Background: an optimization exercise with open tools, aiming at small area, a short achievable clock period and few clock cycles. Do not read the settings as production practice.
Function was checked by simulation only, so behaviour that the tests miss may differ from the original.
No driver is modelled on the clock port, so clocking that relies on it looks cheaper here than on a real chip.

lane 4:
Design axis_cmult, start of the top module:
module axis_cmult
#(
  parameter int IN_WIDTH  = 16,
  parameter int OUT_WIDTH = 16,
  parameter int SHIFT     = 15,
  parameter int ROUND     = 1
) (
  input  logic                     aclk,
  input  logic                     areset,
  input  logic [2*IN_WIDTH-1:0]    s_axis_a_tdata,
  input  logic                     s_axis_a_tvalid,
  output logic                     s_axis_a_tready,
  input  logic                     s_axis_a_tlast,
  input  logic [2*IN_WIDTH-1:0]    s_axis_b_tdata,
  input  logic                     s_axis_b_tvalid,
  output logic                     s_axis_b_tready,
  input  logic                     conj_b,
  output logic [2*OUT_WIDTH-1:0]   m_axis_tdata,
  output logic                     m_axis_tvalid,
  input  logic                     m_axis_tready,
  output logic                     m_axis_tlast,
  output logic                     ovf_sticky,
  input  logic                     ovf_clr
);
Size in the first run: about 2600 cells after synthesis, roughly 220 flip-flops, roughly 110 I/O pins, roughly 30000 sq um of cells after synthesis.
Settings: LEC_CHECK=0, CAP_MARGIN=20, CORE_MARGIN=2, CORE_UTILIZATION=40, SETUP_SLACK_MARGIN=4.25, SLEW_MARGIN=20, SYNTH_HIERARCHICAL=1; clock period 8.5 ns.
standard.sh (not shown) runs the stock make flow with config.mk's settings and CLKGATE_MAP_FILE= SYNTH_SCRIPT=/design/flow/synth_recipe.tcl, a recipe that flattens the netlist after the stock synthesis.
==> flow/flow/run.sh <==
#!/bin/bash
# Own layout flow: the standard ORFS flow (standard.sh, standard synthesis unchanged)
# with extra ORFS make variables appended to its make command line.
set -euo pipefail
EXTRA=$(cat flow/extra_vars.txt)
sed "s|\"\${@:-finish}\"|$EXTRA \"\${@:-finish}\"|" standard.sh > my_standard.sh
bash my_standard.sh > flow_make.log 2>&1
==> flow/flow/extra_vars.txt <==
BUFFER_PORTS_ARGS="-buffer_cell sky130_fd_sc_hd__buf_1"
Testbench counts of lane 4, summed over its fixed seeds: cycles 24,024.
Here is what was changed in the inputs of lane 5 compared with lane 4.
- setting PLACE_DENSITY to 0.5 for the first time
### Flow results
- Timing, DRC, antenna: 0 failures across lane 4 and lane 5
- Lower diode insertion count for antenna repair was reported by lane 5, not lane 4.
- Looking at clock buffer instance count of the final layout, lane 5 sits about 3.3% lower than lane 4 does.
- Looking only at final standard cell utilization of the core, and setting everything else aside, the lower value of lane 4 and lane 5 goes to lane 4.
- Of lane 4 and lane 5, the run reporting the higher hold slack was lane 4.
- In lane 5, routed wire length is higher than in lane 4.
- From lane 4 to lane 5 the numbers moved as follows: number of DRC violations after detailed-routing iteration 0 decreased by 17% relative to the old numbers, slack of the critical path moved down, clock buffer count from CTS increased by 3.7% relative to the old numbers.

---

Another version of the RTL of axis_cmult (not shown whole).
For scale: ~2900 cells after synthesis, about 110 I/O pins, roughly 0.032 sq mm of cells after synthesis.
## axis_cmult
module axis_cmult
#(
  parameter int IN_WIDTH  = 16,
  parameter int OUT_WIDTH = 16,
  parameter int SHIFT     = 15,
  parameter int ROUND     = 1
) (
  input  logic                     aclk,
  input  logic                     areset,
  input  logic [2*IN_WIDTH-1:0]    s_axis_a_tdata,
  input  logic                     s_axis_a_tvalid,
  output logic                     s_axis_a_tready,
  input  logic                     s_axis_a_tlast,
  input  logic [2*IN_WIDTH-1:0]    s_axis_b_tdata,
  input  logic                     s_axis_b_tvalid,
  output logic                     s_axis_b_tready,
  input  logic                     conj_b,
  output logic [2*OUT_WIDTH-1:0]   m_axis_tdata,
  output logic                     m_axis_tvalid,
  input  logic                     m_axis_tready,
  output logic                     m_axis_tlast,
  output logic                     ovf_sticky,
  input  logic                     ovf_clr
);
  logic v1, v2, v3, go, take;
  assign go   = !v3 || m_axis_tready;
  assign take = s_axis_a_tvalid && s_axis_b_tvalid && go;
  assign s_axis_a_tready = !areset && s_axis_b_tvalid && go;
  assign s_axis_b_tready = !areset && s_axis_a_tvalid && go;
  always_ff @(posedge aclk or posedge areset) begin
    if (areset) begin
      v1 <= 1'b0;
      v2 <= 1'b0;
      v3 <= 1'b0;
    end else if (go) begin
      v1 <= take;
      v2 <= v1;
      v3 <= v2;
    end
  end
  logic [16:0] brx, bix;
  assign brx = {s_axis_b_tdata[15:0], 1'b0};
  ...
clock: 8.5 ns
lec_check: 0
cap_margin: 20
core_margin: 2
core_utilization: 40
slew_margin: 20
run.sh (not shown) runs the stock make flow with config.mk's settings and CLKGATE_MAP_FILE= SYNTH_SCRIPT=/design/flow/synth_recipe.tcl, a recipe that flattens the netlist after the stock synthesis.
Stock flow here: none of the scripts above is used.
The first run completed without violations.
Testbench counts at the start, summed over its fixed seeds: cycles 24,024.
Edit:
- SETUP_SLACK_MARGIN: not set -> 4.5
Effect: Via count rose by 5.3%. Global-route usage increases by 1.9 points. Wire length grows by 9.8%. Non-clock buffer count went up by 137. Utilization increases by 4.3 points. First-iteration DRC count rises by 17%. Worst setup slack is better by 900 ps. Final cell count is higher by 3.5%.

---

Setup of zinc:
RTL: one of the versions met above, not the one the previous note started from.
Size: about 2,600 cells after synthesis, roughly 220 flip-flops, ~110 I/O pins.
Settings: LEC_CHECK=0, CAP_MARGIN=20, CORE_MARGIN=2, CORE_UTILIZATION=40, SETUP_SLACK_MARGIN=4.35, SLEW_MARGIN=20, SYNTH_HIERARCHICAL=1; clock period 8.5 ns.
standard.sh (not shown) runs the stock make flow with config.mk's settings and CLKGATE_MAP_FILE= SYNTH_SCRIPT=/design/flow/synth_recipe.tcl, a recipe that flattens the netlist after the stock synthesis.
Scripts as last shown in full above: flow/flow/run.sh, flow/flow/extra_vars.txt
Testbench counts of zinc, summed over its fixed seeds: cycles 24,024.
Edits applied to the flow inputs when going from zinc to violet:
- changing SETUP_SLACK_MARGIN from 4.35 to 4.4
==> flow/flow/run.sh <==
#!/bin/bash
set -euo pipefail
EXTRA=$(cat flow/extra_vars.txt)
sed "s|\"\${@:-finish}\"|$EXTRA \"\${@:-finish}\"|" standard.sh > my_standard.sh
bash my_standard.sh cts > flow_make_cts.log 2>&1
export SKEW_RES=$PWD/orfs/results/sky130hd/axis_cmult/base
openroad -no_init -exit flow/skew.tcl > flow_skew.log 2>&1
bash my_standard.sh > flow_make.log 2>&1
==> flow/flow/skew.tcl (new file) <==
# Insert one clock buffer in front of the clock pins of the stage-2 (carry-save) registers.
set res $::env(SKEW_RES)
set plat $::env(FLOW_HOME)/platforms/sky130hd
read_liberty $plat/lib/sky130_fd_sc_hd__tt_025C_1v80.lib
read_db $res/4_cts.odb
read_sdc $res/4_cts.sdc
source $plat/setRC.tcl
set block [ord::get_db_block]
set groups [dict create]
foreach inst [$block getInsts] {
  set n [$inst getName]
  if {[string match "re_q*" $n] || [string match "im_q*" $n] || [string match "re_cin*" $n] || [string match "im_cin*" $n]} {
    set it [$inst findITerm CLK]
    set net [$it getNet]
    dict lappend groups [$net getName] $n
  }
}
set i 0
dict for {netname insts} $groups {
  set pins {}
  set sx 0; set sy 0
  foreach n $insts {
    lappend pins [get_pins -of_objects [get_cells $n] -filter "name == CLK"]
    set loc [[$block findInst $n] getLocation]
    set sx [expr {$sx + [lindex $loc 0]}]
    set sy [expr {$sy + [lindex $loc 1]}]
  }
  set k [llength $insts]
  set dbu [$block getDbUnitsPerMicron]
  set x [expr {double($sx) / $k / $dbu}]
  set y [expr {double($sy) / $k / $dbu}]
  puts "net $netname: $k sinks -> skewbuf_$i at $x $y"
  insert_buffer -buffer_cell sky130_fd_sc_hd__clkbuf_8 -net [get_nets $netname] -load_pins $pins \
    -location [list $x $y] -buffer_name skewbuf_$i -net_name skewnet_$i
  incr i
}
puts "inserted $i clock buffers"
global_connect
detailed_placement
check_placement -verbose
set_propagated_clock [all_clocks]
estimate_parasitics -placement
report_worst_slack -max
report_worst_slack -min
write_db $res/4_cts.odb
### Flow results
- On final instance area, violet and zinc are basically level.
- violet ended with more global-route usage than zinc.
- The endpoint of the most critical setup path comes out im_q20_1$_DFFE_PN_ in one run and re_q16_1$_DFFE_PN_ in the other, namely in violet and zinc respectively.
- Taking zinc as the reference, in violet final design utilization ~0 delta; via count ~0 delta.
--- input diff violet..juniper ---
- changing SETUP_SLACK_MARGIN from 4.4 to 4.3
--- outcome ---
- juniper ended up with ar[10]$_DFFE_PN_ as its critical path startpoint; violet ended up with ai[3]$_DFFE_PN_.
- The number of cells upsized or downsized after cts reported for juniper is smaller than that of violet by about 50%.
- In juniper relative to violet, total clock buffers created by CTS had gone down by a few percent.
- [compare] base=violet new=juniper: number of vias after detailed routing now smaller, register fraction of the total cell area +0.31 points.
What yarrow does differently from juniper at the input level:
- changing SETUP_SLACK_MARGIN from 4.3 to 4.25
- setting ABC_AREA to 1 for the first time
==> flow/flow/run.sh <==
#!/bin/bash
# Own layout flow: the standard ORFS flow (standard.sh, standard synthesis unchanged)
# with extra ORFS make variables appended to its make command line.
set -euo pipefail
EXTRA=$(cat flow/extra_vars.txt)
sed "s|\"\${@:-finish}\"|$EXTRA \"\${@:-finish}\"|" standard.sh > my_standard.sh
bash my_standard.sh > flow_make.log 2>&1
removed: flow/flow/skew.tcl
Findings:
- Looking at most common library cell in the layout ignoring fill and taps, the sky130_fd_sc_hd__xnor2_1 result is from juniper; the sky130_fd_sc_hd__xor2_1 one comes from yarrow.
- Looking at slew at the pin closest to its max-slew limit, yarrow sits below juniper.
- juniper ended up with fewer cell instances than yarrow did.
- Delta (yarrow minus juniper): worst-case hold slack increased 12 ps; width of the chip essentially unchanged; first-pass GRT wire length increased 7800 µm; sequential portion of the cell area decreased 0.73 points; synthesis-to-finish area growth increased 3.4 points.
- Re number of non-clock inverters: juniper was lower than yarrow.

==> port drivers added, routing unchanged <==
Ports are ideal in the flow. The routed layouts listed here were re-timed in OpenROAD. Step 1: set_driving_cell puts a clkbuf_16 on aclk and a buf_2 on each other input, an assumption about the parent block. Step 2 moves the port delays by t, midway between the first and last clock arrival at a register: inputs arrive t later, outputs are due t later. That takes back most of the time a late clock gives input paths. Slacks: ideal / step 1 / step 2; pairs: ideal / step 1.
| run | t, ns | setup slack, ns | worst slew at a driven data input, ns | pins driven straight from the clock port |
|---|---|---|---|---|
| lane 4 | 0.651 | 4.317 / 4.317 / 4.317 | 0.08 | 1 |
| lane 5 | 0.664 | 4.292 / 4.292 / 4.292 | 0.06 | 1 |
| the first run of note 2 | 0.663 | 3.273 / 3.249 / 3.249 | 0.05 | 1 |
| the second run of note 2 | 0.657 | 4.170 / 4.170 / 4.170 | 0.05 | 1 |
| zinc | 0.645 | 4.322 / 4.322 / 4.322 | 0.07 | 1 |
| violet | 0.709 | 4.487 / 4.487 / 4.487 | 0.08 | 1 |
| juniper | 0.706 | 4.408 / 4.408 / 4.408 | 0.08 | 1 |
| yarrow | 0.644 | 4.212 / 4.212 / 4.212 | 0.07 | 1 |
After both steps every run listed still meets setup and hold. The setup slack of the first run of note 2, which loses most, moves by -0.024 ns with the drivers and by -0.024 ns with both steps.
